Context: an optimization exercise on an open-source flow, tuned for small area and a short achievable clock period. The choices shown serve that exercise and are no tape-out recipe. Function was checked by simulation only, so behaviour that the tests miss may differ from the original. Power figures rest on the tool's default switching activity, not on a simulated workload.

Design regfile_mp, start of the top module:
module regfile_mp
#(
  parameter int XLEN     = regfile_pkg::DEF_XLEN,
  parameter int NREG     = regfile_pkg::DEF_NREG,
  parameter int NRD      = regfile_pkg::DEF_NRD,
  parameter int NWR      = regfile_pkg::DEF_NWR,
  parameter int ZERO_REG = 1,
  localparam int AW      = regfile_pkg::addr_w(NREG)
) (
  input  logic              clk_i,
  input  logic              rst_n_i,
  input  logic [NRD-1:0]    rd_en_i,
  input  logic [NRD*AW-1:0] rd_addr_i,
  output logic [NRD*XLEN-1:0] rd_data_o,
  output logic [NRD-1:0]    rd_busy_o,
  input  logic [NWR-1:0]    wr_en_i,
  input  logic [NWR*AW-1:0] wr_addr_i,
  input  logic [NWR*XLEN-1:0] wr_data_i,
  input  logic              iss_en_i,
  input  logic [AW-1:0]     iss_addr_i
);
  localparam int R0 = (ZERO_REG != 0) ? 1 : 0;
  localparam int NROW = NREG - R0;           
  localparam int NT = NROW + NWR + 1;
  logic [NROW*XLEN-1:0] mem;
  logic [NROW-1:0]      vld;
  logic [NWR*NREG-1:0]  wsel;
  logic [(NWR+1)*NREG-1:0] whit_w;
  assign whit_w[NWR*NREG +: NREG] = '0;
  for (genvar w = 0; w < NWR; w++) begin : g_wsel
    for (genvar r = 0; r < NREG; r++) begin : g_r
      if (r < R0) begin : g_z
        assign wsel[w*NREG + r] = 1'b0;
      end else begin : g_n
        assign wsel[w*NREG + r] = wr_en_i[w] && (wr_addr_i[w*AW +: AW] == AW'(r)) &&
                                  !whit_w[(w+1)*NREG + r];
      end
      assign whit_w[w*NREG + r] = whit_w[(w+1)*NREG + r] | wsel[w*NREG + r];
    end
  end
  for (genvar i = 0; i < NROW; i++) begin : g_row
    localparam int R = R0 + i;
    logic [XLEN-1:0] nxt, q;
    logic            v;
    logic [NWR:0]    sel;
    assign sel[0] = !whit_w[R];
    for (genvar w = 0; w < NWR; w++) begin : g_s
      assign sel[w+1] = wsel[w*NREG + R];
    end
    for (genvar b = 0; b < XLEN; b++) begin : g_b
      logic [NWR:0] dat;
      assign dat[0] = q[b];
      for (genvar w = 0; w < NWR; w++) begin : g_d
        assign dat[w+1] = wr_data_i[w*XLEN + b];
      end
      regfile_ao #(.N(NWR+1)) u_ao (.sel_i(sel), .dat_i(dat), .y_o(nxt[b]));
    end
    always_ff @(posedge clk_i) q <= nxt;
    always_ff @(posedge clk_i or negedge rst_n_i)
  ...
==> flow/config.mk <==
export PLATFORM = sky130hd
export DESIGN_NAME = regfile_mp
export DESIGN_NICKNAME = regfile_mp
export VERILOG_FILES = /design/flow/design.v
export SDC_FILE = /design/flow/constraint.sdc
export NUM_CORES = 4
export LEC_CHECK = 0
export CAP_MARGIN = 10
export CELL_PAD_IN_SITES_DETAIL_PLACEMENT = 1
export CELL_PAD_IN_SITES_GLOBAL_PLACEMENT = 2
export CORE_MARGIN = 2
export CORE_UTILIZATION = 25
export PLACE_DENSITY = 0.35
export SETUP_SLACK_MARGIN = 3.85
export SLEW_MARGIN = 10
export SYNTH_HIERARCHICAL = 1
export SYNTH_MINIMUM_KEEP_SIZE = 0
export TNS_END_PERCENT = 10
==> flow/constraint.sdc <==
create_clock -name core_clock -period 7.5 [get_ports {clk_i}]
set_input_delay 1.5000 -clock core_clock [delete_from_list [all_inputs] [get_ports {clk_i}]]
set_output_delay 1.5000 -clock core_clock [all_outputs]
set_load 0.01 [all_outputs]
standard.sh (not shown) runs the stock make flow with config.mk's settings and CLKGATE_MAP_FILE= SYNTH_SCRIPT=/design/flow/synth_recipe.tcl, a recipe that flattens the netlist after the stock synthesis.
==> flow/flow/run.sh <==
#!/bin/bash
# Standard ORFS layout (the standard.sh, unchanged synthesis) with two changes:
#  - ports are buffered with buf_2 instead of the default delay buffer;
#  - CTS clusters up to 20 sinks (100 um across) per leaf buffer and inserts no dummy loads.
set -euo pipefail
export BUFFER_PORTS_ARGS="-buffer_cell sky130_fd_sc_hd__buf_2"
export CTS_ARGS="-sink_clustering_enable -repair_clock_nets -sink_clustering_size 20 -sink_clustering_max_diameter 100 -dont_use_dummy_load"
bash standard.sh > orfs_make.log 2>&1
The starting point went through all stages and came out clean.
==> next run, changes <==
==> flow/flow/run.sh (replaced) <==
#!/bin/bash
# Standard ORFS layout (the standard.sh, unchanged synthesis) with three changes:
#  - ports are buffered with buf_2 instead of the default delay buffer;
#  - CTS clusters up to 20 sinks (100 um across) per leaf buffer and inserts no dummy loads;
#  - timing repair may resize a cell to any drive strength (MATCH_CELL_FOOTPRINT=0), not
#    only to cells of the same width.
set -euo pipefail
export BUFFER_PORTS_ARGS="-buffer_cell sky130_fd_sc_hd__buf_2"
export CTS_ARGS="-sink_clustering_enable -repair_clock_nets -sink_clustering_size 20 -sink_clustering_max_diameter 100 -dont_use_dummy_load"
bash standard.sh MATCH_CELL_FOOTPRINT=0 finish > orfs_make.log 2>&1
--- a/flow/config.mk
+++ b/flow/config.mk
@@ -7,3 +7,3 @@
 export LEC_CHECK = 0
-export CAP_MARGIN = 10
+export CAP_MARGIN = 20
 export CELL_PAD_IN_SITES_DETAIL_PLACEMENT = 1
@@ -11,6 +11,6 @@
 export CORE_MARGIN = 2
-export CORE_UTILIZATION = 25
-export PLACE_DENSITY = 0.35
+export CORE_UTILIZATION = 30
+export PLACE_DENSITY = 0.4
 export SETUP_SLACK_MARGIN = 3.85
-export SLEW_MARGIN = 10
+export SLEW_MARGIN = 20
 export SYNTH_HIERARCHICAL = 1
Final cell count goes down by 7.0%. Sequential power is about the same. Area after synthesis does not change. Count of clock-buffer cells in the layout goes down by 7. Power goes down by 2.8%. Worst setup slack gets worse by 53 ps. Cell area goes down by 4.0%. Sequential cell count is unchanged.
==> next run, changes <==
==> flow/flow/run.sh (replaced) <==
#!/bin/bash
# Standard ORFS layout (the standard.sh, unchanged synthesis) with two changes:
#  - ports are buffered with buf_2 instead of the default delay buffer;
#  - CTS clusters up to 20 sinks (100 um across) per leaf buffer and inserts no dummy loads.
set -euo pipefail
export BUFFER_PORTS_ARGS="-buffer_cell sky130_fd_sc_hd__buf_2"
export CTS_ARGS="-sink_clustering_enable -repair_clock_nets -sink_clustering_size 20 -sink_clustering_max_diameter 100 -dont_use_dummy_load"
bash standard.sh > orfs_make.log 2>&1
--- a/flow/config.mk
+++ b/flow/config.mk
@@ -9,7 +9,7 @@
 export CELL_PAD_IN_SITES_DETAIL_PLACEMENT = 1
-export CELL_PAD_IN_SITES_GLOBAL_PLACEMENT = 2
+export CELL_PAD_IN_SITES_GLOBAL_PLACEMENT = 3
 export CORE_MARGIN = 2
-export CORE_UTILIZATION = 30
-export PLACE_DENSITY = 0.4
-export SETUP_SLACK_MARGIN = 3.85
+export CORE_UTILIZATION = 20
+export PLACE_DENSITY = 0.3
+export SETUP_SLACK_MARGIN = 4.0
 export SLEW_MARGIN = 20
@@ -17,2 +17 @@
 export SYNTH_MINIMUM_KEEP_SIZE = 0
-export TNS_END_PERCENT = 10
After rerunning:
- The changed run produced a clean layout
- sequential cell count is unchanged
- sequential share of layout area came out lower by 3.1 points
- synthesized cell count does not change
- area after synthesis stays the same
- clock skew rose by 46 ps
- setup slack gets better by 75 ps
- routed wire length rises by a quarter to a third
- design area grows by roughly a tenth
- critical path depth does not change
- register-to-register slack improved by 50 ps
- die area is higher by well over a third
==> next run, changes <==
--- a/flow/config.mk
+++ b/flow/config.mk
@@ -9,7 +9,7 @@
 export CELL_PAD_IN_SITES_DETAIL_PLACEMENT = 1
-export CELL_PAD_IN_SITES_GLOBAL_PLACEMENT = 3
+export CELL_PAD_IN_SITES_GLOBAL_PLACEMENT = 2
 export CORE_MARGIN = 2
-export CORE_UTILIZATION = 20
-export PLACE_DENSITY = 0.3
-export SETUP_SLACK_MARGIN = 4.0
+export CORE_UTILIZATION = 30
+export PLACE_DENSITY = 0.4
+export SETUP_SLACK_MARGIN = 3.85
 export SLEW_MARGIN = 20
@@ -17 +17,2 @@
 export SYNTH_MINIMUM_KEEP_SIZE = 0
+export TNS_END_PERCENT = 10
=>
- The changed run went through all stages and came out clean
- clock skew decreases by 23 ps
- via count came out lower slightly
- cell count came out lower by about a fifth
- hold slack gains 6.7 ps
- total power went down by a few percent
- cell area falls by a little under a tenth

## static timing again, ports no longer ideal
How much do the figures lean on ideal ports? The routed layouts below were timed once more, with nothing changed but the port constraints.
Step 1, drivers: a clkbuf_16 drives clk_i and a buf_2 each remaining input, both assumed.
Step 2 times the ports against the registers' clock, not the clock port: input delays grow and output delays shrink by t, the midpoint of the rising clock arrivals with the driver on.
Three values: ideal ports, drivers, drivers and shift; two values: the first two.
run | t (ns) | setup slack, ns | worst hold slack (ns) | latest minus earliest clock arrival (ns) | pins driven straight from the clock port
the first run | 0.834 | 3.581 / 3.545 / 2.711 | 0.466 / 0.466 / 0.466 | 0.065 / 0.065 | 1
the second run | 0.804 | 3.527 / 3.444 / 2.640 | 0.471 / 0.471 / 0.471 | 0.062 / 0.062 | 1
the third run | 0.857 | 3.602 / 3.625 / 2.768 | 0.486 / 0.486 / 0.486 | 0.110 / 0.110 | 1
the fourth run | 0.800 | 3.551 / 3.461 / 2.660 | 0.493 / 0.493 / 0.493 | 0.077 / 0.077 | 1
After both steps setup and hold are still met in every run listed. For the fourth run, which loses most, drivers alone change the setup slack by -0.090 ns; drivers and shift together by -0.891 ns.
